Context: an optimization exercise on an open-source flow, tuned for small area, a short achievable clock period and few clock cycles per item. The choices shown serve that exercise and are no tape-out recipe. Function was checked by simulation only, so behaviour that the tests miss may differ from the original.

==> flow/design.v, too long to show whole: its modules and the start of the top module <==
// module msc_mul_d: 1261 lines
// module msc_div_t: 456 lines
// module msc_mul_g: 1816 lines
// module msc_mul_r: 1563 lines
// module msc_mul_l: 572 lines
// module msc_booth: 16 lines
// module msc_ctrl: 119 lines
// module msc_dp: 331 lines
// module mouse_delta_scaler: 115 lines
module mouse_delta_scaler (
	input  wire logic                                clk,
	input  wire logic                                arst_n,
	input  wire logic                                in_valid,
	output logic                                     in_stall,
	input  wire logic signed [msc_pkg::MAG_W-1:0]    delta_x,
	input  wire logic signed [msc_pkg::MAG_W-1:0]    delta_y,
	input  wire logic [msc_pkg::BTN_W-1:0]           button_bits,
	output logic                                     out_valid,
	input  wire logic                                out_stall,
	output logic signed [msc_pkg::OUT_W-1:0]         axis_x,
	output logic signed [msc_pkg::OUT_W-1:0]         axis_y,
	output logic [msc_pkg::BTN_W-1:0]                button_state,
	input  wire logic                                psel,
	input  wire logic                                penable,
	input  wire logic                                pwrite,
	input  wire logic [msc_pkg::ADDR_W-1:0]          paddr,
	input  wire logic [msc_pkg::DATA_W-1:0]          pwdata,
	output logic [msc_pkg::DATA_W-1:0]               prdata,
	output logic                                     pready
);
  // ...
==> flow/run.sh <==
#!/bin/bash
# synth_recipe.tcl (not shown) runs the flow's synth.tcl, then flattens the netlist and writes it again
# the make line also repeats each setting of config.mk as NAME=value (left out here)
make -C /OpenROAD-flow-scripts/flow DESIGN_CONFIG=/design/flow/config.mk WORK_HOME=/design/flow/orfs CLKGATE_MAP_FILE= SYNTH_SCRIPT=/design/flow/synth_recipe.tcl finish
==> flow/config.mk <==
export PLATFORM = sky130hd
export DESIGN_NAME = mouse_delta_scaler
export DESIGN_NICKNAME = mouse_delta_scaler
export VERILOG_FILES = /design/flow/design.v
export SDC_FILE = /design/flow/constraint.sdc
export NUM_CORES = 4
export LEC_CHECK = 0
export CAP_MARGIN = 20
export CORE_MARGIN = 2
export CORE_UTILIZATION = 40
export SLEW_MARGIN = 20
==> flow/constraint.sdc <==
create_clock -name core_clock -period 10.0 [get_ports {clk}]
set_input_delay 2.0000 -clock core_clock [delete_from_list [all_inputs] [get_ports {clk}]]
set_output_delay 2.0000 -clock core_clock [all_outputs]
set_load 0.01 [all_outputs]
==> flow_summary_export.csv, run 1 <==
group,metric,value,unit
logic_synthesis,netlist_top_cells_area,"edfxtp_1 26%, fa_1 18%, ha_1 8.6%, xnor2_1 8.0%, a22oi_1 6.2%",
clock_network,cts_hold_buf,0,
layout,nNonClkInverters,1592,
layout,final_util,0.439,
clock_network,htreeDepth,4,
sta,setup_tns,0,ns
layout,syn_to_final_growth,9.27,%
logic_synthesis,synth_seq_cells,1638,
layout,stdcell_count,17300,
logic_synthesis,syn_area_per_cell,10.7,um^2
drt,wirelength,362000,um
global_routing,grt-busiest-layer,"met2",
setup_path,crit_buf_inv,2,
layout,stdcell_area,0.150,mm^2
sta,rsz0062_at_grt,"false",
logic_synthesis,synthMuxAreaShare,0.0197,
layout,buffers_excl_clock,405,
global_routing,grt.overflow.total,0,
drt,drtPass1Iterations,8,
min_path,hold_start,"u_dp.r2_dx[15]",
global_routing,gr-usage-met2,0.329,
layout,multi_input_gates,8789,
run_status,status,"no timing/DRC/antenna violations",
layout,final_layout_size_suffix_gt1_frac,0.0709,
drt,route.vias.total,93600,
Testbench counts, summed over its fixed seeds: cycles 1,336, items 1,200.
==> module msc_dp, before the edit <==
module msc_dp (
	input  wire logic               clk,
	input  wire logic               arst_n,
	input  wire logic               hold_in,
	input  wire logic [17:0]        gain_x,
	input  wire logic [17:0]        gain_y,
	input  wire logic [15:0]        thr,
	input  wire logic               inv,
	input  wire logic [25:0]        kx,
	input  wire logic [25:0]        ky,
	input  wire logic [28:0]        recip,
	input  wire logic               lm_load,
	input  wire logic [15:0]        lm_new,
	output logic signed [16:0]      lo_out,
	input  wire logic               in_valid,
	output logic                    in_stall,
	input  wire logic [15:0]        delta_x,
	input  wire logic [15:0]        delta_y,
	input  wire logic [7:0]         button_bits,
	output logic                    out_valid,
	input  wire logic               out_stall,
	output logic [31:0]             axis_x,
	output logic [31:0]             axis_y,
	output logic [7:0]              button_state
);
	logic adv, take;
	logic in_stall_q;
	logic v0, vo, vsk;
	logic [9:1] vs;
	assign take = in_valid && !in_stall_q;
	logic [15:0] d0x, d0y;
	logic [7:0]  b0;
	always_ff @(posedge clk) begin
		if (adv) begin
			d0x <= delta_x;
			d0y <= delta_y;
			b0  <= button_bits;
		end
	end
	assign in_stall = in_stall_q;
	logic [9:0]  gyo, gyt, gyn, gxo, gxt, gxn, nto, ntt, ntn;
	logic [9:0]  gyo_q, gyt_q, gyn_q, gxo_q, gxt_q, gxn_q, nto_q, ntt_q, ntn_q;
	logic [14:0] rco, rct, rcn, rco_q, rct_q, rcn_q;
	msc_booth #(.W(18), .N(10)) u_bgy (.v(gain_y), .bo(gyo), .bt(gyt), .bn(gyn));
	msc_booth #(.W(18), .N(10)) u_bgx (.v(gain_x), .bo(gxo), .bt(gxt), .bn(gxn));
	msc_booth #(.W(18), .N(10)) u_bnt (.v(18'd0 - 18'(thr)), .bo(nto), .bt(ntt), .bn(ntn));
	msc_booth #(.W(29), .N(15)) u_brc (.v(recip), .bo(rco), .bt(rct), .bn(rcn));
	always_ff @(posedge clk) begin
		gyo_q <= gyo; gyt_q <= gyt; gyn_q <= gyn;
		gxo_q <= gxo; gxt_q <= gxt; gxn_q <= gxn;
		nto_q <= nto; ntt_q <= ntt; ntn_q <= ntn;
		rco_q <= rco; rct_q <= rct; rcn_q <= rcn;
	end
	logic [40:0] ps1y, pc1y, r1_psy, r1_pcy;
	logic        r1_sy;
	logic [15:0] r1_dx;
	logic [7:0]  r1_b;
	msc_mul_d u_m1y (.d(d0y), .k(ky), .ps(ps1y), .pc(pc1y));
	always_ff @(posedge clk) begin
		if (adv) begin
			r1_psy <= ps1y;
			r1_pcy <= pc1y;
			r1_sy  <= d0y[15];
			r1_dx  <= d0x;
			r1_b   <= b0;
		end
	end
	logic [40:0] p2y;
	logic [38:0] es2y, ec2y, r2_esy, r2_ecy;
	logic [13:0] r2_ply;
	logic        r2_sy;
	logic [15:0] r2_dx;
	logic [7:0]  r2_b;
	assign p2y = r1_psy + r1_pcy;
	msc_div_t u_dvy (.p(p2y), .es(es2y), .ec(ec2y));
	always_ff @(posedge clk) begin
		if (adv) begin
			r2_esy <= es2y;
			r2_ecy <= ec2y;
			r2_ply <= p2y[16:3];
			r2_sy  <= r1_sy;
			r2_dx  <= r1_dx;
			r2_b   <= r1_b;
		end
	end
	logic [38:0] e3y;
	logic [26:0] q03y, r3_q0y;
	logic [13:0] rm3y;
	logic        r3_cy, r3_sy;
	logic [15:0] r3_dx;
	logic [7:0]  r3_b;
	assign e3y  = r2_esy + r2_ecy;
	assign q03y = e3y[38:12];
	assign rm3y = r2_ply - 14'(q03y << 12) - 14'(q03y << 1) - 14'(q03y);
	always_ff @(posedge clk) begin
		if (adv) begin
			r3_q0y <= q03y;
			r3_cy  <= rm3y[13];
			r3_sy  <= r2_sy;
			r3_dx  <= r2_dx;
			r3_b   <= r2_b;
		end
	end
	logic [44:0] ws4y, wc4y, r4_wsy, r4_wcy;
	logic        r4_sy;
	logic [15:0] r4_dx;
	logic [7:0]  r4_b;
	msc_mul_g u_m2y (.q0(r3_q0y), .c(r3_cy), .g(gain_y), .bo(gyo_q), .bt(gyt_q), .bn(gyn_q),
		.neg(1'b0), .ws(ws4y), .wc(wc4y));
	always_ff @(posedge clk) begin
		if (adv) begin
			r4_wsy <= ws4y;
			r4_wcy <= wc4y;
			r4_sy  <= r3_sy;
			r4_dx  <= r3_dx;
			r4_b   <= r3_b;
		end
	end
	logic [44:0] w5y;
	logic [27:0] r5_uy;
	logic        r5_sy;
	logic [40:0] ps5x, pc5x, r5_psx, r5_pcx;
	logic        r5_sx;
	logic [7:0]  r5_b;
	assign w5y = r4_wsy + r4_wcy;
	msc_mul_d u_m1x (.d(r4_dx), .k(kx), .ps(ps5x), .pc(pc5x));
	always_ff @(posedge clk) begin
		if (adv) begin
			r5_uy  <= w5y[43:16];
			r5_sy  <= r4_sy;
			r5_psx <= ps5x;
			r5_pcx <= pc5x;
			r5_sx  <= r4_dx[15];
			r5_b   <= r4_b;
		end
	end
	logic [23:0] qs6, qc6, r6_qs, r6_qc;
	logic [27:0] r6_uy;
	logic        r6_sy;
	logic [40:0] p6x;
	logic [38:0] es6x, ec6x, r6_esx, r6_ecx;
	logic [13:0] r6_plx;
	logic        r6_sx;
	logic [7:0]  r6_b;
	msc_mul_r u_mr (.u(r5_uy), .bo(rco_q), .bt(rct_q), .bn(rcn_q), .qs(qs6), .qc(qc6));
	assign p6x = r5_psx + r5_pcx;
	msc_div_t u_dvx (.p(p6x), .es(es6x), .ec(ec6x));
	always_ff @(posedge clk) begin
		if (adv) begin
			r6_qs  <= qs6;
			r6_qc  <= qc6;
			r6_uy  <= r5_uy;
			r6_sy  <= r5_sy;
			r6_esx <= es6x;
			r6_ecx <= ec6x;
			r6_plx <= p6x[16:3];
			r6_sx  <= r5_sx;
			r6_b   <= r5_b;
		end
	end
	logic [23:0] q7;
	logic [17:0] r7_qh;
	logic [27:0] r7_uy;
	logic        r7_sy;
	logic [38:0] e7x;
	logic [26:0] q07x, r7_q0x;
	logic [13:0] rm7x;
	logic        r7_cx, r7_sx;
	logic [9:0]  r7_bnx;
	logic [7:0]  r7_b;
	assign q7   = r6_qs + r6_qc;
	assign e7x  = r6_esx + r6_ecx;
	assign q07x = e7x[38:12];
	assign rm7x = r6_plx - 14'(q07x << 12) - 14'(q07x << 1) - 14'(q07x);
	always_ff @(posedge clk) begin
		if (adv) begin
			r7_qh  <= q7[23:6];
			r7_uy  <= r6_uy;
			r7_sy  <= r6_sy;
			r7_q0x <= q07x;
			r7_cx  <= rm7x[13];
			r7_sx  <= r6_sx;
			r7_bnx <= gxn_q ^ {10{r6_sx}};
			r7_b   <= r6_b;
		end
	end
	logic [17:0] rs8, rc8, r8_rs, r8_rc;
	logic [27:0] r8_uy;
	logic        r8_sy;
	logic [44:0] ws8x, wc8x, r8_wsx, r8_wcx;
	logic [7:0]  r8_b;
	msc_mul_l u_ml (.u(r7_uy[17:0]), .qh(r7_qh), .bo(nto_q), .bt(ntt_q), .bn(ntn_q),
		.rs(rs8), .rc(rc8));
	msc_mul_g u_m2x (.q0(r7_q0x), .c(r7_cx), .g(gain_x), .bo(gxo_q), .bt(gxt_q), .bn(r7_bnx),
		.neg(r7_sx), .ws(ws8x), .wc(wc8x));
	always_ff @(posedge clk) begin
		if (adv) begin
			r8_rs  <= rs8;
			r8_rc  <= rc8;
			r8_uy  <= r7_uy;
			r8_sy  <= r7_sy;
			r8_wsx <= ws8x;
			r8_wcx <= wc8x;
			r8_b   <= r7_b;
		end
	end
	logic [17:0] rh9;
	logic [17:0] a9, e_a;
	logic [27:0] e_uy;
	logic        e_sy;
	logic [44:0] w9x;
	logic [28:0] e_x;
	logic [7:0]  e_b;
	assign rh9 = r8_rs + r8_rc;
	assign a9  = r8_sy ? (18'(thr) + 18'(thr) - rh9) : rh9;
	assign w9x = r8_wsx + r8_wcx;
	always_ff @(posedge clk) begin
		if (adv) begin
			e_a  <= a9;
			e_uy <= r8_uy;
			e_sy <= r8_sy;
			e_x  <= w9x[44:16];
			e_b  <= r8_b;
		end
	end
	logic signed [16:0] lo_q;
	logic [15:0] lm_q;
	logic [19:0] a_f, c0, c1, c2, c3;
	logic [19:0] thr20;
	logic signed [30:0] s_f;
	logic signed [16:0] lo_d;
	logic [15:0] lm_d;
	logic [15:0] fm;
	logic        fm_zero;
	logic signed [16:0] fm_m;
	logic [31:0] y_f;
	logic        ny;
	logic [31:0] axis_x_q, axis_y_q;
	logic [7:0]  btn_q;
	assign thr20 = 20'(thr);
	assign a_f   = 20'(e_a);
	assign c0    = a_f + 20'(lm_q);
	assign c1    = a_f + 20'(lm_q) - thr20;
	assign c2    = a_f + 20'(lm_q) - 20'(thr20 << 1);
	assign c3    = a_f + 20'(lm_q) - 20'(thr20 << 1) - thr20;
	assign s_f   = (e_sy ? 31'd0 - 31'(e_uy) : 31'(e_uy)) + 31'(lo_q);
	always_comb begin
		if (!c2[19]) begin
			fm   = c2[15:0];
			fm_m = 17'(c3);
		end else if (!c1[19]) begin
			fm   = c1[15:0];
			fm_m = 17'(c2);
		end else begin
			fm   = c0[15:0];
			fm_m = 17'(c1);
		end
		fm_zero = (fm == 16'd0);
		if (thr == 16'd0) begin
			lo_d = '0;
			lm_d = '0;
		end else begin
			lm_d = fm;
			if (!s_f[30] || fm_zero) lo_d = {1'b0, fm};
			else                     lo_d = fm_m;
		end
	end
	assign ny  = inv ^ e_sy;
	assign y_f = (ny ? ~(32'(e_uy)) : 32'(e_uy)) + (inv ? ~(32'(lo_q)) : 32'(lo_q)) + 32'(ny) + 32'(inv);
	logic [31:0] x_r, y_r, skx_q, sky_q;
	logic [7:0]  b_r, skb_q;
	logic        incoming, free, vsk_d;
	assign x_r      = {{3{e_x[28]}}, e_x};
	assign y_r      = y_f;
	assign b_r      = e_b;
	assign incoming = adv && vs[9];
	assign free     = !vo || !out_stall;
	always_comb begin
		if (free) vsk_d = 1'b0;
		else      vsk_d = vsk || incoming;
	end
	always_ff @(posedge clk) begin
		if (free) begin
			if (vsk) begin
				axis_x_q <= skx_q;
				axis_y_q <= sky_q;
				btn_q    <= skb_q;
			end else begin
				axis_x_q <= x_r;
				axis_y_q <= y_r;
				btn_q    <= b_r;
			end
		end else if (incoming) begin
			skx_q <= x_r;
			sky_q <= y_r;
			skb_q <= b_r;
		end
	end
	always_ff @(posedge clk or negedge arst_n) begin
		if (!arst_n) begin
			v0         <= 1'b0;
			vs         <= '0;
			vo         <= 1'b0;
			vsk        <= 1'b0;
			adv        <= 1'b1;
			in_stall_q <= 1'b1;
			lo_q       <= '0;
			lm_q       <= '0;
		end else begin
			if (adv) begin
				v0 <= take;
				vs <= {vs[8:1], v0};
			end
			if (free) vo <= vsk || incoming;
			vsk        <= vsk_d;
			adv        <= !vsk_d;
			in_stall_q <= vsk_d || hold_in;
			if (adv && vs[9]) begin
				lo_q <= lo_d;
				lm_q <= lm_d;
			end else if (lm_load) begin
				lm_q <= lm_new;
			end
		end
	end
	assign lo_out       = lo_q;
	assign out_valid    = vo;
	assign axis_x       = axis_x_q;
	assign axis_y       = axis_y_q;
	assign button_state = btn_q;
endmodule
==> module mouse_delta_scaler, before the edit <==
module mouse_delta_scaler (
	input  wire logic                                clk,
	input  wire logic                                arst_n,
	input  wire logic                                in_valid,
	output logic                                     in_stall,
	input  wire logic signed [msc_pkg::MAG_W-1:0]    delta_x,
	input  wire logic signed [msc_pkg::MAG_W-1:0]    delta_y,
	input  wire logic [msc_pkg::BTN_W-1:0]           button_bits,
	output logic                                     out_valid,
	input  wire logic                                out_stall,
	output logic signed [msc_pkg::OUT_W-1:0]         axis_x,
	output logic signed [msc_pkg::OUT_W-1:0]         axis_y,
	output logic [msc_pkg::BTN_W-1:0]                button_state,
	input  wire logic                                psel,
	input  wire logic                                penable,
	input  wire logic                                pwrite,
	input  wire logic [msc_pkg::ADDR_W-1:0]          paddr,
	input  wire logic [msc_pkg::DATA_W-1:0]          pwdata,
	output logic [msc_pkg::DATA_W-1:0]               prdata,
	output logic                                     pready
);
	logic [9:0]  scale_x_q, scale_y_q;
	logic [15:0] sens_q;
	logic [17:0] gain_x_q, gain_y_q;
	logic [15:0] thr_q;
	logic        inv_q;
	logic [2:0]  reg_idx;
	logic        wr;
	assign reg_idx = paddr[4:2];
	assign pready  = 1'b1;
	assign wr      = psel && penable && pwrite;
	always_ff @(posedge clk or negedge arst_n) begin
		if (!arst_n) begin
			scale_x_q <= 10'd32;
			scale_y_q <= 10'd48;
			sens_q    <= 16'd32792;
			gain_x_q  <= 18'd65536;
			gain_y_q  <= 18'd65536;
			thr_q     <= 16'd1;
			inv_q     <= 1'b0;
		end else if (wr) begin
			case (reg_idx)
				3'd0: scale_x_q <= pwdata[9:0];
				3'd1: scale_y_q <= pwdata[9:0];
				3'd2: sens_q    <= pwdata[15:0];
				3'd3: gain_x_q  <= pwdata[17:0];
				3'd4: gain_y_q  <= pwdata[17:0];
				3'd5: thr_q     <= pwdata[15:0];
				3'd6: inv_q     <= pwdata[0];
				default: begin
				end
			endcase
		end
	end
	always_comb begin
		case (reg_idx)
			3'd0:    prdata = {22'd0, scale_x_q};
			3'd1:    prdata = {22'd0, scale_y_q};
			3'd2:    prdata = {16'd0, sens_q};
			3'd3:    prdata = {14'd0, gain_x_q};
			3'd4:    prdata = {14'd0, gain_y_q};
			3'd5:    prdata = {16'd0, thr_q};
			3'd6:    prdata = {31'd0, inv_q};
			default: prdata = 32'd0;
		endcase
	end
	logic [25:0] kx, ky;
	logic [28:0] recip;
	logic        hold;
	logic        lm_load;
	logic [15:0] lm_new;
	logic signed [16:0] lo;
	msc_ctrl u_ctrl (
		.clk     (clk),
		.arst_n  (arst_n),
		.wr      (wr),
		.idx     (reg_idx),
		.scale_x (scale_x_q),
		.scale_y (scale_y_q),
		.sens    (sens_q),
		.thr     (thr_q),
		.lo      (lo),
		.hold    (hold),
		.kx      (kx),
		.ky      (ky),
		.recip   (recip),
		.lm_load (lm_load),
		.lm_new  (lm_new)
	);
	msc_dp u_dp (
		.clk          (clk),
		.arst_n       (arst_n),
		.hold_in      (hold),
		.gain_x       (gain_x_q),
		.gain_y       (gain_y_q),
		.thr          (thr_q),
		.inv          (inv_q),
		.kx           (kx),
		.ky           (ky),
		.recip        (recip),
		.lm_load      (lm_load),
		.lm_new       (lm_new),
		.lo_out       (lo),
		.in_valid     (in_valid),
		.in_stall     (in_stall),
		.delta_x      (delta_x),
		.delta_y      (delta_y),
		.button_bits  (button_bits),
		.out_valid    (out_valid),
		.out_stall    (out_stall),
		.axis_x       (axis_x),
		.axis_y       (axis_y),
		.button_state (button_state)
	);
endmodule
==> run 2: changes to the inputs <==
--- a/flow/design.v
+++ b/flow/design.v
@@ -6023,8 +6023,7 @@
 	end
 	logic [17:0] rh9;
 	logic [17:0] a9, e_a;
-	logic [27:0] e_uy;
-	logic        e_sy;
+	logic signed [30:0] e_v;
 	logic [44:0] w9x;
 	logic [28:0] e_x;
 	logic [7:0]  e_b;
@@ -6034,16 +6033,18 @@
 	always_ff @(posedge clk) begin
 		if (adv) begin
 			e_a  <= a9;
-			e_uy <= r8_uy;
-			e_sy <= r8_sy;
+			e_v  <= r8_sy ? 31'd0 - 31'(r8_uy) : 31'(r8_uy);
 			e_x  <= w9x[44:16];
 			e_b  <= r8_b;
 		end
 	end
 	logic signed [16:0] lo_q;
 	logic [15:0] lm_q;
-	logic [19:0] a_f, c0, c1, c2, c3;
-	logic [19:0] thr20;
+	logic [19:0] a_f, l_f;
+	logic [19:0] k1_q, k2_q, k3_q;
+	logic        thr_zero_q;
+	logic [19:0] c0, c1, c2, c3;
+	logic        z0, z1, z2;
 	logic signed [30:0] s_f;
 	logic signed [16:0] lo_d;
 	logic [15:0] lm_d;
@@ -6051,29 +6052,46 @@
 	logic        fm_zero;
 	logic signed [16:0] fm_m;
 	logic [31:0] y_f;
-	logic        ny;
 	logic [31:0] axis_x_q, axis_y_q;
 	logic [7:0]  btn_q;
-	assign thr20 = 20'(thr);
-	assign a_f   = 20'(e_a);
-	assign c0    = a_f + 20'(lm_q);
-	assign c1    = a_f + 20'(lm_q) - thr20;
-	assign c2    = a_f + 20'(lm_q) - 20'(thr20 << 1);
-	assign c3    = a_f + 20'(lm_q) - 20'(thr20 << 1) - thr20;
-	assign s_f   = (e_sy ? 31'd0 - 31'(e_uy) : 31'(e_uy)) + 31'(lo_q);
+	always_ff @(posedge clk) begin
+		k1_q       <= 20'd0 - 20'(thr);
+		k2_q       <= 20'd0 - {3'b000, thr, 1'b0};
+		k3_q       <= 20'd0 - 20'(thr) - {3'b000, thr, 1'b0};
+		thr_zero_q <= (thr == 16'd0);
+	end
+	function automatic logic [19:0] add3(input logic [19:0] x, input logic [19:0] y,
+			input logic [19:0] z);
+		logic [19:0] sm, cy;
+		sm   = x ^ y ^ z;
+		cy   = (x & y) | (x & z) | (y & z);
+		add3 = sm + {cy[18:0], 1'b0};
+	endfunction
+	assign a_f = 20'(e_a);
+	assign l_f = 20'(lm_q);
+	assign c0  = a_f + l_f;
+	assign c1  = add3(a_f, l_f, k1_q);
+	assign c2  = add3(a_f, l_f, k2_q);
+	assign c3  = add3(a_f, l_f, k3_q);
+	assign z0  = (c0 == 20'd0);
+	assign z1  = (c1 == 20'd0);
+	assign z2  = (c2 == 20'd0);
+	assign s_f = e_v + 31'(lo_q);
 	always_comb begin
 		if (!c2[19]) begin
-			fm   = c2[15:0];
-			fm_m = 17'(c3);
+			fm      = c2[15:0];
+			fm_m    = 17'(c3);
+			fm_zero = z2;
 		end else if (!c1[19]) begin
-			fm   = c1[15:0];
-			fm_m = 17'(c2);
+			fm      = c1[15:0];
+			fm_m    = 17'(c2);
+			fm_zero = z1;
 		end else begin
-			fm   = c0[15:0];
-			fm_m = 17'(c1);
+			fm      = c0[15:0];
+			fm_m    = 17'(c1);
+			fm_zero = z0;
 		end
-		fm_zero = (fm == 16'd0);
-		if (thr == 16'd0) begin
+		if (thr_zero_q) begin
 			lo_d = '0;
 			lm_d = '0;
 		end else begin
@@ -6082,8 +6100,8 @@
 			else                     lo_d = fm_m;
 		end
 	end
-	assign ny  = inv ^ e_sy;
-	assign y_f = (ny ? ~(32'(e_uy)) : 32'(e_uy)) + (inv ? ~(32'(lo_q)) : 32'(lo_q)) + 32'(ny) + 32'(inv);
+	assign y_f = (inv ? ~(32'(e_v)) : 32'(e_v)) + (inv ? ~(32'(lo_q)) : 32'(lo_q)) +
+		{30'd0, inv, 1'b0};
 	logic [31:0] x_r, y_r, skx_q, sky_q;
 	logic [7:0]  b_r, skb_q;
 	logic        incoming, free, vsk_d;
@@ -6202,16 +6220,16 @@
 			endcase
 		end
 	end
-	always_comb begin
+	always_ff @(posedge clk) begin
 		case (reg_idx)
-			3'd0:    prdata = {22'd0, scale_x_q};
-			3'd1:    prdata = {22'd0, scale_y_q};
-			3'd2:    prdata = {16'd0, sens_q};
-			3'd3:    prdata = {14'd0, gain_x_q};
-			3'd4:    prdata = {14'd0, gain_y_q};
-			3'd5:    prdata = {16'd0, thr_q};
-			3'd6:    prdata = {31'd0, inv_q};
-			default: prdata = 32'd0;
+			3'd0:    prdata <= {22'd0, scale_x_q};
+			3'd1:    prdata <= {22'd0, scale_y_q};
+			3'd2:    prdata <= {16'd0, sens_q};
+			3'd3:    prdata <= {14'd0, gain_x_q};
+			3'd4:    prdata <= {14'd0, gain_y_q};
+			3'd5:    prdata <= {16'd0, thr_q};
+			3'd6:    prdata <= {31'd0, inv_q};
+			default: prdata <= 32'd0;
 		endcase
 	end
 	logic [25:0] kx, ky;
--- a/flow/config.mk
+++ b/flow/config.mk
@@ -7,5 +7,6 @@
 export LEC_CHECK = 0
 export CAP_MARGIN = 20
 export CORE_MARGIN = 2
-export CORE_UTILIZATION = 40
+export CORE_UTILIZATION = 55
+export SETUP_SLACK_MARGIN = 5
 export SLEW_MARGIN = 20
==> run 2 against run 1 <==
Now fails the layout checks on max-capacitance violations, max-slew violations. Hold slack better by 0.012 ns. Global-route usage up 11 points. Critical path depth up 2. Design area up 2.2%. Fmax up 28%. Via count up 6.5%. Clock-buffer cell count up 24. Clock skew down 0.040 ns. Sequential share of layout area down 0.10 points. Worst setup slack better by 1.6 ns.
==> flow_summary_export.csv, run 2 <==
group,metric,value,unit
logic_synthesis,ys_types,98,
layout,mostFrequentLayoutCells,"1565 x inv_1, 1254 x fa_1, 1230 x xnor2_1, 1201 x edfxtp_1, 1120 x a22oi_1",
logic_synthesis,synth_seq_cells,1680,
global_routing,antenna_found_initial,26,
drt,route.vias.total,99700,
setup_path,reg2reg_depth,27,
layout,syn_to_final_growth,9.38,%
global_routing,gr-usage-met2,0.503,
sta,worstMarginPinSlew,1.54,ns
floorplan,initial_core_util,0.553,
drt,drt_iter0_markers,8632,
logic_synthesis,synth_top_family_by_area,"adder cells",
setup_path,endpoint_kind,"register",
clock_network,clockBufferDepth,4,
logic_synthesis,synthAdderAreaFrac,0.264,
global_routing,use_met1,0.407,
setup_path,worst_r2r_endpoint,"u_dp.r3_cy",
logic_synthesis,synth_top_area_frac,0.257,
setup_path,critPathRequiredTime,10.60,ns
clock_network,htreeDepth,4,
floorplan,design.portCount,191,
setup_path,critPathKind,"reg2reg",
sta,final_hold_viol_count,0,
sta,skew,0.0486,ns
drt,ant_nets,0,
logic_synthesis,netlist_area,0.140,mm^2
sta,whs,0.414,ns
setup_path,crit_start,"u_dp.r2_ecy[1]",
sta,drv_slew,11,
drt,drc_errors,0,
global_routing,grt.overflow.total,0,
layout,final_util,0.605,
sta,slew_headroom,-0.0277,
sta,fin_crit_sh,0.549,
global_routing,grt_usage,0.312,
global_routing,grt-busiest-layer,"met2",
job,maxCapViolCount,1,
global_routing,grtUsageMet3,0.0515,
global_routing,grt_pass1_wl,618000,um
floorplan,dieArea,0.259,mm^2
floorplan,design.core.area,0.254,mm^2
floorplan,die_h,509,um
logic_synthesis,syn_area_per_cell,10.7,um^2
logic_synthesis,synth.most_common_cell,"inv_1",
layout,final_common_cell,"inv_1",
drt,drtPass1Iterations,6,
drt,wl_per_cell,24.5,um
setup_path,ff2ff_setup_slack,4.51,ns
setup_path,cp_max_fo,3,
setup_path,cp-start-kind,"register",
global_routing,grt_pass1_vias,102000,
setup_path,crit_arrival,6.09,ns
sta,setup_viol,0,
setup_path,crit_end,"u_dp.r3_cy",
drt,wirelength,408000,um
logic_synthesis,yosys_warnings,5,
clock_network,clk_pin_slew,0.06,ns
logic_synthesis,synthArstFlopShare,0.177,
placement,portBuffers,159,
clock_network,clock_latency,0.88,ns
clock_network,cts_tree,"yes",
sta,setup_tns,0,ns
clock_network,cts.sinks,1680,
logic_synthesis,synth-edff-count,1201,
logic_synthesis,syn_inst,13200,
floorplan,rows,185,
logic_synthesis,synth_common_cells,"1574 x inv_1, 1260 x xnor2_1, 1256 x fa_1, 1201 x edfxtp_1, 1124 x a22oi_1",
layout,top_regs,"u_dp.r8_wcx: 45 flops, u_dp.r8_wsx: 45 flops",
logic_synthesis,synth_xor_area_frac,0.119,
layout,nNetsFinal,15300,
placement,gp_congestion,0.927,
floorplan,die_width,509,um
global_routing,grt_max_degree,169,
logic_synthesis,synth_ff_type,"edfxtp_1",
clock_network,cts-root-buf,"clkbuf_16",
sta,fmax,0.182,GHz
logic_synthesis,netlist_top_cells_area,"edfxtp_1 26%, fa_1 18%, ha_1 8.5%, xnor2_1 7.9%, a22oi_1 6.0%",
placement,place_hpwl,290000,um
clock_network,cts_buffers,198,
logic_synthesis,synthMuxAreaShare,0.0192,
min_path,hp-class,"reg2reg",
logic_synthesis,synth_seq_area_share,0.336,
setup_path,reg2reg_from,"u_dp.r2_ecy[1]",
clock_network,cts_hold_buf,0,
drt,vias_per_cell,5.99,
run_status,status,"complete, but fails checks",
sta,period_needed,5.49,ns
placement,dp.cells,16100,
logic_synthesis,synth_compound_area_frac,0.133,
layout,final_layout_size_suffix_gt1_frac,0.0850,
sta,rsz0062_at_grt,"true",
logic_synthesis,yosys.area_share.simple,0.0624,
layout,stdcell_count,16600,
run_status,so.violations,"max-capacitance violations, max-slew violations",
logic_synthesis,yosys.area.top_type,"edfxtp_1",
==> run 2: metal layers <==
layer | part of all wire | vias up
met5 | 0 | -
met4 | 0.057 | 0
met3 | 0.074 | 946
met2 | 0.47 | 4210
met1 | 0.40 | 50000
li1 | - | 44500
==> run 2: cell type report <==
cell class,instances,area [um^2]
diodes,115,288
clock buffers,270,5450
clock inverters,85,773
fillers,20900,100000
inverters,1597,6000
multi-input cells,9049,85500
flip-flops and latches,1680,47200
well taps,3366,4210
repair buffers,480,4140
==> run 2: metrics by stage <==
stage               setup slack [ns]  area (um^2)
global route                    4.25       154000
global placement                3.68       145000
finish                          4.51       154000
CTS                             4.45       152000
floorplan                      -1.24       141000
detailed placement              3.76       145000
==> run 2: repair_timing <==
action                     CTS  global route
setup endpoints to repair  125           108
gates cloned                 0             3
gates resized for setup    114           104
buffers inserted            37            45
pin swaps                   60            95
==> run 2: cells by family (layout without fill, tap and decap cells) <==
family	after synthesis	in the layout
AO/OA/AOI/OAI	2745	2746
buffers and inverters	2456	2432
adder cells (fa/ha/maj)	2205	2205
AND/OR/NAND/NOR	1924	1926
XOR/XNOR	1914	1914
flip-flops	1680	1680
multiplexers	243	243
other	2	130
==> run 2: how the worst min path moves through the flow <==
stage / startpoint / endpoint / slack [ns] / cells past startpoint
finish: u_dp.r6_uy[5] / u_dp.r7_uy[5] / 0.41 / 0
global route: u_dp.r1_b[2] / u_dp.r2_b[2] / 0.40 / 0
CTS: u_dp.r1_b[2] / u_dp.r2_b[2] / 0.40 / 0
detailed placement: u_dp.d0x[15] / u_dp.r1_dx[15] / 0.40 / 0
global placement: u_dp.r6_b[2] / u_dp.r7_b[2] / 0.40 / 0
floorplan: gain_x_q[1] / u_dp.gxn_q[0] / 0.35 / 0
==> run 2: worst max-delay path, cell delays in order (launching register included) <==
cell and delay [ns]:
edfxtp_1 0.38, ha_1 0.31, a31o_4 0.23, a2111oi_4 0.40, nor4_4 0.08, or3_1 0.34
a21o_1 0.22, a21oi_2 0.17, buf_4 0.14, o21bai_1 0.09, a21oi_2 0.18, xnor2_2 0.16
ha_1 0.27, inv_1 0.09, fa_2 0.42, ha_1 0.21, a21o_1 0.16, a21o_1 0.17
a21o_1 0.18, a21oi_2 0.11, nor2b_1 0.05, o21ai_1 0.12, nand2b_1 0.07, a21oi_2 0.15
o41ai_2 0.09, xnor2_1 0.14, xnor2_1 0.14, xor2_1 0.15
Testbench counts of run 2, summed over its fixed seeds: cycles 1,336, items 1,200.
==> run 3: changes to the inputs <==
--- a/flow/config.mk
+++ b/flow/config.mk
@@ -5,6 +5,7 @@
 export SDC_FILE = /design/flow/constraint.sdc
 export NUM_CORES = 4
 export LEC_CHECK = 0
+export ABC_AREA = 1
 export CAP_MARGIN = 20
 export CORE_MARGIN = 2
 export CORE_UTILIZATION = 55
==> run 3 against run 2 <==
The run now finishes clean. Core utilization decreased by 0.71 points. Largest cell class unchanged. Register-to-register slack improved by 0.59 ns. Via count increased by 15%. Clock skew increased by 0.042 ns. Highest routed layer is now met5. Die area increased by 3.3%. Fmax increased by 12%. Global-route usage increased by 2.3 points. Hold slack got worse by 0.017 ns. Sequential share of layout area decreased by 0.64 points.
==> flow_summary_export.csv, run 3 <==
group,metric,value,unit
run_status,status,"no timing/DRC/antenna violations",
logic_synthesis,synth_common_cells,"2451 x inv_1, 2108 x nand2_1, 1533 x xor2_1, 1256 x fa_1, 1222 x o22ai_1",
clock_network,cts.sinks,1680,
floorplan,design.core.area,0.262,mm^2
drt,ant_nets,0,
logic_synthesis,synth_ff_type,"edfxtp_1",
logic_synthesis,synth-edff-count,1201,
drt,vias_per_cell,5.95,
logic_synthesis,syn_area_per_cell,9.29,um^2
layout,multi_input_area,0.0857,mm^2
layout,seqCellArea,0.0472,mm^2
sta,worstMarginPinSlew,1.22,ns
sta,fmax,0.204,GHz
logic_synthesis,syn_inst,15600,
sta,whs,0.397,ns
setup_path,worst_r2r_endpoint,"u_dp.r6_qc[5]",
logic_synthesis,synthAdderAreaFrac,0.255,
setup_path,critPathRequiredTime,10.61,ns
logic_synthesis,yosys.area_share.simple,0.0982,
min_path,hold_start,"u_dp.r3_sy",
clock_network,clockBufferDepth,4,
clock_network,clock_latency,0.92,ns
setup_path,reg2reg_from,"u_dp.rcn_q[13]",
clock_network,cts-root-buf,"clkbuf_16",
sta,period_needed,4.90,ns
logic_synthesis,yosys_warnings,5,
sta,slew_headroom,0.189,
placement,gp_congestion,0.992,
clock_network,cts_buffers,191,
layout,nNetsFinal,17800,
setup_path,ff2ff_setup_slack,5.10,ns
floorplan,die_width,518,um
logic_synthesis,netlist_area,0.145,mm^2
sta,final_hold_viol_count,0,
min_path,hp-class,"reg2reg",
drt,drt_iter0_markers,11400,
sta,skew,0.0906,ns
logic_synthesis,netlist_top_cells_area,"edfxtp_1 25%, fa_1 17%, xor2_1 9.3%, ha_1 8.2%, inv_1 6.3%",
logic_synthesis,synth_seq_area_share,0.325,
clock_network,cts_tree,"yes",
min_path,whs_endpoint,"u_dp.r4_sy",
logic_synthesis,synth_top_family_by_area,"adder cells",
sta,setup_viol,0,
logic_synthesis,synth_top_area_frac,0.249,
clock_network,cts_hold_buf,0,
floorplan,design.portCount,191,
global_routing,grt.overflow.total,0,
setup_path,endpoint_kind,"register",
global_routing,antenna_found_initial,25,
layout,mostFrequentLayoutCells,"2448 x inv_1, 2104 x nand2_1, 1524 x xor2_1, 1256 x fa_1, 1222 x o22ai_1",
drt,route.vias.total,114000,
sta,fin_ws,5.10,ns
floorplan,rows,188,
layout,final_util,0.598,
logic_synthesis,synth_compound_area_frac,0.130,
min_path,hold-path-cell-count,0,
layout,final_layout_size_suffix_gt1_frac,0.0429,
sta,rsz0062_at_grt,"true",
placement,dp_slack,4.61,ns
setup_path,critPathKind,"reg2reg",
global_routing,grt_usage,0.335,
floorplan,initial_core_util,0.553,
drt,wirelength,456000,um
logic_synthesis,synthMuxAreaShare,0.000440,
drt,wl_per_cell,23.7,um
layout,fillers,22600,
placement,portBuffers,159,
drt,drtPass1Iterations,8,
layout,top_regs,"u_dp.r8_wcx: 45 flops, u_dp.r8_wsx: 45 flops",
logic_synthesis,synth_seq_cells,1680,
setup_path,cp-start-kind,"register",
setup_path,cp_max_fo,14,
sta,fin_crit_sh,0.490,
logic_synthesis,yosys.area.top_type,"edfxtp_1",
floorplan,die_h,518,um
clock_network,clk_pin_slew,0.06,ns
layout,syn_to_final_growth,8.10,%
floorplan,dieArea,0.268,mm^2
logic_synthesis,synthArstFlopShare,0.177,
logic_synthesis,synth_xor_area_frac,0.105,
setup_path,reg2reg_depth,8,
logic_synthesis,synth.most_common_cell,"inv_1",
setup_path,crit_arrival,5.51,ns
global_routing,grt_pass1_vias,115000,
layout,final_common_cell,"inv_1",
global_routing,grt_max_degree,183,
drt,drc_errors,0,
clock_network,htreeDepth,4,
placement,place_hpwl,341000,um
job,maxCapViolCount,0,
global_routing,grt_pass1_wl,692000,um
sta,drv_slew,0,
logic_synthesis,ys_types,76,
run 3: changes by cell type in the layout (fill, tap and decap cells not counted), sizes merged, moves of 201 or more:
cell	change
nor2	+333
a21oi	+383
xor2	+882
a22oi	-1077
o21ai	+207
xnor2	-1059
o22ai	+1206
nand3	+201
nand2	+1335
inv	+920
run 3: kinds of logic after synthesis:
logic type / after synthesis
xor gates and xnor gates: 1738
other: 2
and+or+nand+nor: 3504
buffers and inverters: 3274
AOI/OAI and AO/OA: 3209
DFF: 1680
muxes: 6
adders and majority gates: 2205
run 3: what timing repair did:
item | in CTS | in global routing
gates resized for setup | 10 | 35
buffers inserted | 0 | 4
pin swaps | 0 | 1
endpoints found under the setup margin | 67 | 89
cloned | 0 | 1
run 3: worst max-delay path by stage:
stage | to | slack [ns] | from | cells after the start
2_1_floorplan | u_dp.skb_q[0] | -1.59 | u_dp.adv | 3
3_3_place_gp | u_ctrl.lr_q[5] | 4.64 | paddr[3] | 13
3_5_place_dp | u_ctrl.lr_q[5] | 4.61 | paddr[3] | 13
4_1_cts | u_dp.r5_psx[23] | 5.04 | u_dp.r4_dx[0] | 10
5_1_grt | u_dp.r2_esy[3] | 4.90 | u_dp.r1_pcy[2] | 18
6_report | u_dp.r6_qc[5] | 5.10 | u_dp.rcn_q[13] | 8
run 3: worst max-delay path: stages (launching register included):
cell,delay (ns)
dfxtp_1,0.93
clkinv_2,0.63
xor2_1,0.37
fa_1,0.53
fa_1,0.60
fa_1,0.45
fa_1,0.55
inv_1,0.05
fa_1,0.48
run 3: cell type report:
cell class,count,share of cell area
diodes,4,0.0000638
clock buffers,256,0.0351
clock inverters,91,0.00696
inverters,2666,0.0641
multi-input cells,10700,0.547
flip-flops and latches,1680,0.301
well taps,3515,0.0280
repair buffers,310,0.0179
repair inverters,1,0.0000319
run 3: through the flow:
step                      area [um^2]  setup TNS [ns]  cells
final                          157000               0  19200
after global routing           157000               0  19200
after global placement         150000               0  18800
after detailed placement       150000               0  18800
after CTS                      157000               0  19200
after floorplan                145000         -110.02  15600
run 3: metal layers:
layer / up-vias / part of all wire / global-route usage / wire, um
met5: - / 0.00046 / 0 / 209
met4: 24 / 0.057 / 0.168 / 25800
met3: 1267 / 0.085 / 0.0616 / 38700
met2: 5454 / 0.45 / 0.525 / 205000
met1: 55900 / 0.41 / 0.447 / 186000
li1: 51700 / - / - / -
==> module msc_ctrl, before the edit <==
module msc_ctrl (
	input  wire logic               clk,
	input  wire logic               arst_n,
	input  wire logic               wr,
	input  wire logic [2:0]         idx,
	input  wire logic [9:0]         scale_x,
	input  wire logic [9:0]         scale_y,
	input  wire logic [15:0]        sens,
	input  wire logic [15:0]        thr,
	input  wire logic signed [16:0] lo,
	output logic                    hold,
	output logic [25:0]             kx,
	output logic [25:0]             ky,
	output logic [28:0]             recip,
	output logic                    lm_load,
	output logic [15:0]             lm_new
);
	function automatic logic [17:0] step4(input logic [15:0] rem, input logic [1:0] bits,
			input logic [15:0] d, input logic [17:0] d3);
		logic [17:0] t;
		logic [18:0] c1, c2, c3;
		t  = {rem, bits};
		c1 = {1'b0, t} - {3'b000, d};
		c2 = {1'b0, t} - {2'b00, d, 1'b0};
		c3 = {1'b0, t} - {1'b0, d3};
		if (!c3[18])      step4 = {2'd3, c3[15:0]};
		else if (!c2[18]) step4 = {2'd2, c2[15:0]};
		else if (!c1[18]) step4 = {2'd1, c1[15:0]};
		else              step4 = {2'd0, t[15:0]};
	endfunction
	logic       kbusy_q, kload_q;
	logic [2:0] kcnt_q;
	logic [9:0] sxs_q, sys_q;
	logic [25:0] kx_q, ky_q;
	always_ff @(posedge clk or negedge arst_n) begin
		if (!arst_n) begin
			kbusy_q <= 1'b0;
			kload_q <= 1'b0;
			kcnt_q  <= '0;
			sxs_q   <= '0;
			sys_q   <= '0;
			kx_q    <= 26'd1049344;
			ky_q    <= 26'd1574016;
		end else begin
			kload_q <= 1'b0;
			if (wr && idx <= 3'd2) begin
				kbusy_q <= 1'b1;
				kload_q <= 1'b1;
				kcnt_q  <= 3'd4;
				kx_q    <= '0;
				ky_q    <= '0;
			end else if (kbusy_q) begin
				if (kload_q) begin
					sxs_q <= scale_x;
					sys_q <= scale_y;
				end else begin
					kx_q   <= 26'({kx_q, 2'b00} + (sxs_q[9] ? {sens, 1'b0} : 17'd0) + (sxs_q[8] ? sens : 16'd0));
					ky_q   <= 26'({ky_q, 2'b00} + (sys_q[9] ? {sens, 1'b0} : 17'd0) + (sys_q[8] ? sens : 16'd0));
					sxs_q  <= {sxs_q[7:0], 2'b00};
					sys_q  <= {sys_q[7:0], 2'b00};
					kcnt_q <= kcnt_q - 1'b1;
					if (kcnt_q == '0) kbusy_q <= 1'b0;
				end
			end
		end
	end
	logic        rbusy_q, rwait_q;
	logic [3:0]  rcnt_q;
	logic [29:0] quo_q;
	logic [15:0] rem_q;
	logic [15:0] lq_q;
	logic [15:0] lr_q;
	logic [17:0] sa0, sb0;
	logic [17:0] d3;
	logic [15:0] lmag;
	always_ff @(posedge clk) begin
		d3 <= 18'(thr) + {1'b0, thr, 1'b0};
	end
	assign sa0  = step4(rem_q, quo_q[29:28], thr, d3);
	assign sb0  = step4(lr_q, lq_q[15:14], thr, d3);
	assign lmag = lo[16] ? 16'(17'd0 - lo) : 16'(lo);
	always_ff @(posedge clk or negedge arst_n) begin
		if (!arst_n) begin
			rbusy_q <= 1'b0;
			rwait_q <= 1'b0;
			rcnt_q  <= '0;
			quo_q   <= 30'h1fff_ffff;
			rem_q   <= '0;
			lq_q    <= '0;
			lr_q    <= '0;
		end else begin
			if (wr && idx == 3'd5) begin
				rbusy_q <= 1'b1;
				rwait_q <= 1'b1;
				rcnt_q  <= 4'd14;
				quo_q   <= 30'h1fff_ffff;
				rem_q   <= '0;
				lq_q    <= lmag;
				lr_q    <= '0;
			end else if (rwait_q) begin
				rwait_q <= 1'b0;
			end else if (rbusy_q) begin
				quo_q <= {quo_q[27:0], sa0[17:16]};
				rem_q <= sa0[15:0];
				lq_q  <= {lq_q[13:0], 2'b00};
				lr_q  <= sb0[15:0];
				rcnt_q <= rcnt_q - 1'b1;
				if (rcnt_q == '0) rbusy_q <= 1'b0;
			end
		end
	end
	assign lm_load = rbusy_q && !rwait_q && rcnt_q == 4'd6;
	assign lm_new  = (lo[16] && lr_q != 16'd0) ? 16'(thr - lr_q) : lr_q;
	assign hold  = (wr && (idx <= 3'd2 || idx == 3'd5)) || kbusy_q ||
		(rbusy_q && (rwait_q || rcnt_q > 4'd5));
	assign kx    = kx_q;
	assign ky    = ky_q;
	assign recip = quo_q[28:0];
endmodule
==> run 4: changes to the inputs <==
--- a/flow/design.v
+++ b/flow/design.v
@@ -5724,6 +5724,29 @@
 		else if (!c1[18]) step4 = {2'd1, c1[15:0]};
 		else              step4 = {2'd0, t[15:0]};
 	endfunction
+	function automatic logic [18:0] step8(input logic [15:0] rem, input logic [2:0] bits,
+			input logic [18:0] m1, input logic [18:0] m2, input logic [18:0] m3,
+			input logic [18:0] m4, input logic [18:0] m5, input logic [18:0] m6,
+			input logic [18:0] m7);
+		logic [18:0] t;
+		logic [19:0] c1, c2, c3, c4, c5, c6, c7;
+		t  = {rem, bits};
+		c1 = {1'b0, t} - {1'b0, m1};
+		c2 = {1'b0, t} - {1'b0, m2};
+		c3 = {1'b0, t} - {1'b0, m3};
+		c4 = {1'b0, t} - {1'b0, m4};
+		c5 = {1'b0, t} - {1'b0, m5};
+		c6 = {1'b0, t} - {1'b0, m6};
+		c7 = {1'b0, t} - {1'b0, m7};
+		if (!c7[19])      step8 = {3'd7, c7[15:0]};
+		else if (!c6[19]) step8 = {3'd6, c6[15:0]};
+		else if (!c5[19]) step8 = {3'd5, c5[15:0]};
+		else if (!c4[19]) step8 = {3'd4, c4[15:0]};
+		else if (!c3[19]) step8 = {3'd3, c3[15:0]};
+		else if (!c2[19]) step8 = {3'd2, c2[15:0]};
+		else if (!c1[19]) step8 = {3'd1, c1[15:0]};
+		else              step8 = {3'd0, t[15:0]};
+	endfunction
 	logic       kbusy_q, kload_q;
 	logic [2:0] kcnt_q;
 	logic [9:0] sxs_q, sys_q;
@@ -5766,14 +5789,18 @@
 	logic [15:0] rem_q;
 	logic [15:0] lq_q;
 	logic [15:0] lr_q;
-	logic [17:0] sa0, sb0;
-	logic [17:0] d3;
+	logic [18:0] sa0;
+	logic [17:0] sb0;
+	logic [18:0] d3, d5, d7;
 	logic [15:0] lmag;
 	always_ff @(posedge clk) begin
-		d3 <= 18'(thr) + {1'b0, thr, 1'b0};
+		d3 <= 19'(thr) + {2'b00, thr, 1'b0};
+		d5 <= 19'(thr) + {1'b0, thr, 2'b00};
+		d7 <= {thr, 3'b000} - 19'(thr);
 	end
-	assign sa0  = step4(rem_q, quo_q[29:28], thr, d3);
-	assign sb0  = step4(lr_q, lq_q[15:14], thr, d3);
+	assign sa0  = step8(rem_q, quo_q[29:27], 19'(thr), {2'b00, thr, 1'b0}, d3,
+		{1'b0, thr, 2'b00}, d5, {d3[17:0], 1'b0}, d7);
+	assign sb0  = step4(lr_q, lq_q[15:14], thr, d3[17:0]);
 	assign lmag = lo[16] ? 16'(17'd0 - lo) : 16'(lo);
 	always_ff @(posedge clk or negedge arst_n) begin
 		if (!arst_n) begin
@@ -5788,7 +5815,7 @@
 			if (wr && idx == 3'd5) begin
 				rbusy_q <= 1'b1;
 				rwait_q <= 1'b1;
-				rcnt_q  <= 4'd14;
+				rcnt_q  <= 4'd9;
 				quo_q   <= 30'h1fff_ffff;
 				rem_q   <= '0;
 				lq_q    <= lmag;
@@ -5796,7 +5823,7 @@
 			end else if (rwait_q) begin
 				rwait_q <= 1'b0;
 			end else if (rbusy_q) begin
-				quo_q <= {quo_q[27:0], sa0[17:16]};
+				quo_q <= {quo_q[26:0], sa0[18:16]};
 				rem_q <= sa0[15:0];
 				lq_q  <= {lq_q[13:0], 2'b00};
 				lr_q  <= sb0[15:0];
@@ -5805,7 +5832,7 @@
 			end
 		end
 	end
-	assign lm_load = rbusy_q && !rwait_q && rcnt_q == 4'd6;
+	assign lm_load = rbusy_q && !rwait_q && rcnt_q == 4'd1;
 	assign lm_new  = (lo[16] && lr_q != 16'd0) ? 16'(thr - lr_q) : lr_q;
 	assign hold  = (wr && (idx <= 3'd2 || idx == 3'd5)) || kbusy_q ||
 		(rbusy_q && (rwait_q || rcnt_q > 4'd5));
==> run 4 against run 3 <==
Synthesized area grew 3.3%. Die area grew 3.3%. Critical endpoint is now u_dp.r3_cy. Cell count grew 4.3%.
==> flow_summary_export.csv, run 4 <==
group,metric,value,unit
run_status,status,"no timing/DRC/antenna violations",
clock_network,htreeDepth,4,
sta,rsz0062_at_grt,"true",
layout,fillers,24000,
drt,ant_nets,0,
sta,fin_crit_sh,0.492,
drt,drc_errors,0,
logic_synthesis,syn_area_per_cell,9.18,um^2
global_routing,grt_pass1_vias,115000,
drt,wl_per_cell,22.7,um
logic_synthesis,syn_inst,16300,
sta,skew,0.0887,ns
drt,vias_per_cell,5.80,
layout,final_util,0.599,
sta,drv_slew,0,
sta,worstMarginPinSlew,1.15,ns
floorplan,rows,191,
logic_synthesis,synth_seq_area_share,0.320,
logic_synthesis,synth_top_area_frac,0.241,
clock_network,clock_latency,0.92,ns
placement,place_hpwl,338000,um
clock_network,clk_pin_slew,0.06,ns
sta,slew_headroom,0.225,
layout,final_common_cell,"inv_1",
logic_synthesis,synth.most_common_cell,"inv_1",
global_routing,grt_usage,0.326,
sta,whs,0.406,ns
layout,nNetsFinal,18700,
global_routing,grt_pass1_wl,693000,um
setup_path,endpoint_kind,"register",
clock_network,clockBufferDepth,4,
logic_synthesis,synthArstFlopShare,0.173,
setup_path,cp-start-kind,"register",
global_routing,grt_max_degree,163,
sta,setup_viol,0,
drt,wirelength,455000,um
sta,fmax,0.203,GHz
logic_synthesis,yosys.area.top_type,"edfxtp_1",
logic_synthesis,synth_common_cells,"2495 x inv_1, 2237 x nand2_1, 1587 x xor2_1, 1260 x fa_1, 1222 x o22ai_1",
clock_network,cts_tree,"yes",
layout,final_layout_size_suffix_gt1_frac,0.0458,
job,maxCapViolCount,0,
logic_synthesis,synth_ff_type,"edfxtp_1",
setup_path,cp_max_fo,4,
placement,portBuffers,159,
logic_synthesis,synth_seq_cells,1714,
floorplan,design.portCount,191,
sta,final_hold_viol_count,0,
floorplan,initial_core_util,0.553,
sta,period_needed,4.92,ns
floorplan,design.core.area,0.271,mm^2
floorplan,die_width,526,um
clock_network,cts-root-buf,"clkbuf_16",
drt,drt_iter0_markers,10300,
setup_path,critPathRequiredTime,10.62,ns
layout,mostFrequentLayoutCells,"2495 x inv_1, 2233 x nand2_1, 1583 x xor2_1, 1260 x fa_1, 1222 x o22ai_1",
clock_network,cts_hold_buf,0,
drt,route.vias.total,116000,
logic_synthesis,ys_types,72,
floorplan,dieArea,0.277,mm^2
setup_path,critPathKind,"reg2reg",
drt,drtPass1Iterations,6,
logic_synthesis,netlist_area,0.150,mm^2
logic_synthesis,yosys_warnings,5,
global_routing,antenna_found_initial,16,
logic_synthesis,netlist_top_cells_area,"edfxtp_1 24%, fa_1 17%, xor2_1 9.3%, ha_1 8.7%, inv_1 6.3%",
layout,top_regs,"u_dp.r8_wcx: 45 flops, u_dp.r8_wsx: 45 flops",
min_path,hp-class,"reg2reg",
floorplan,die_h,526,um
clock_network,cts_buffers,199,
layout,syn_to_final_growth,8.25,%
placement,gp_congestion,0.981,
sta,setup_tns,0,ns
setup_path,crit_arrival,5.54,ns
clock_network,cts.sinks,1714,
global_routing,grt.overflow.total,0,
logic_synthesis,synth-edff-count,1201,
-- run 4: logic make-up (layout without fill, tap and decap cells) --
logic type / after synthesis / after routing / share of synthesized area
compound gates: 3353 / 3353 / 0.131
fa+ha+maj: 2298 / 2298 / 0.255
xor+xnor: 1806 / 1806 / 0.106
flops: 1714 / 1714 / 0.320
mux: 8 / 8 / 0.000593
other cells: 2 / 20 / 0.0000501
buf+inv: 3321 / 3443 / 0.0844
simple gates: 3811 / 3812 / 0.104
-- run 4: critical path, stage by stage (launching register included) --
cell and delay (ns):
edfxtp_1 0.37, ha_1 0.35, a21oi_1 0.23, o21ai_0 0.13, a21oi_1 0.14, nand2_1 0.17, a21boi_0 0.52, o21ai_1 0.25
xor2_1 0.34, fa_1 0.50, fa_1 0.56, inv_1 0.05, ha_1 0.30, nand2_1 0.09, inv_1 0.04, nand3_1 0.07
o221ai_1 0.12, a21oi_1 0.17, nand3b_1 0.13, nand2_1 0.09
-- run 4: final timing paths --
check                           startpoint  slack (ns)               end  cells after the start
max                        u_dp.r2_ecy[11]        5.08        u_dp.r3_cy                     19
min                         u_dp.r1_dx[12]        0.41    u_dp.r2_dx[12]                      0
max reg2reg                u_dp.r2_ecy[11]        5.08        u_dp.r3_cy                     19
min reg2reg                 u_dp.r1_dx[12]        0.41    u_dp.r2_dx[12]                      0
max in group asynchronous           arst_n        7.10  u_ctrl.quo_q[13]                      3
min in group asynchronous           arst_n        1.04        u_dp.vs[3]                      1
-- run 4: cell type report --
type                       instances  area, um^2  share of cell area
sequential                      1714       47900               0.295
timing repair buffer             359        3210              0.0198
clock buffer                     254        5390              0.0333
clock inverter                   118        1330             0.00822
inverter                        2712       10200              0.0631
tap                             3570        4470              0.0275
antenna                            5        12.5           0.0000771
multi-input combinational      11300       89700               0.553
-- run 4: per-stage QoR --
step                area, um^2  std cells  setup WS, ns
finish                  162000      20000          5.08
global route            162000      20000          4.76
detailed placement      155000      19600          4.35
global placement        155000      19600          4.37
floorplan               150000      16300         -1.54
CTS                     162000      20000          5.00
-- run 4: layer usage --
metal	track usage	wire [um]	vias up
met5	0	108	-
met4	0.145	23200	16
met3	0.0604	37200	1089
met2	0.518	207000	4744
met1	0.434	188000	56100
li1	-	-	54100
-- run 4: repair_timing --
| item | CTS | global route |
|---|---|---|
| endpoints found under the hold margin | 0 | 0 |
| setup endpoints to repair | 43 | 92 |
| buffers inserted | 0 | 13 |
| pin swaps | 0 | 2 |
| gates cloned | 0 | 1 |
| resized for setup | 5 | 34 |
Testbench counts of run 4, summed over its fixed seeds: cycles 1,296, items 1,200.

-- port drivers added, routing unchanged --
How much do the figures lean on ideal ports? The routed layouts below were timed once more, with nothing changed but the port constraints. Step 1 assumes that a clkbuf_16 drives the clock port and a buf_2 every other input. Step 2 also shifts input and output timing later by t, the mid clock arrival at the registers, as if the neighbouring blocks saw the same clock. Slacks: no drivers / after step 1 / after step 2; pairs: no drivers / after step 1.
| run | t, ns | setup WS [ns] | cell pins on the clock port's net |
|---|---|---|---|
| run 1 | 0.986 | 2.943 / 2.943 / 2.943 | 1 |
| run 2 | 0.949 | 4.508 / 4.508 / 4.491 | 1 |
| run 3 | 0.976 | 5.098 / 5.098 / 4.434 | 1 |
| run 4 | 0.988 | 5.084 / 5.084 / 4.503 | 1 |
For run 3, which loses most, drivers alone change the setup slack by 0.000 ns; drivers and shift together by -0.664 ns.
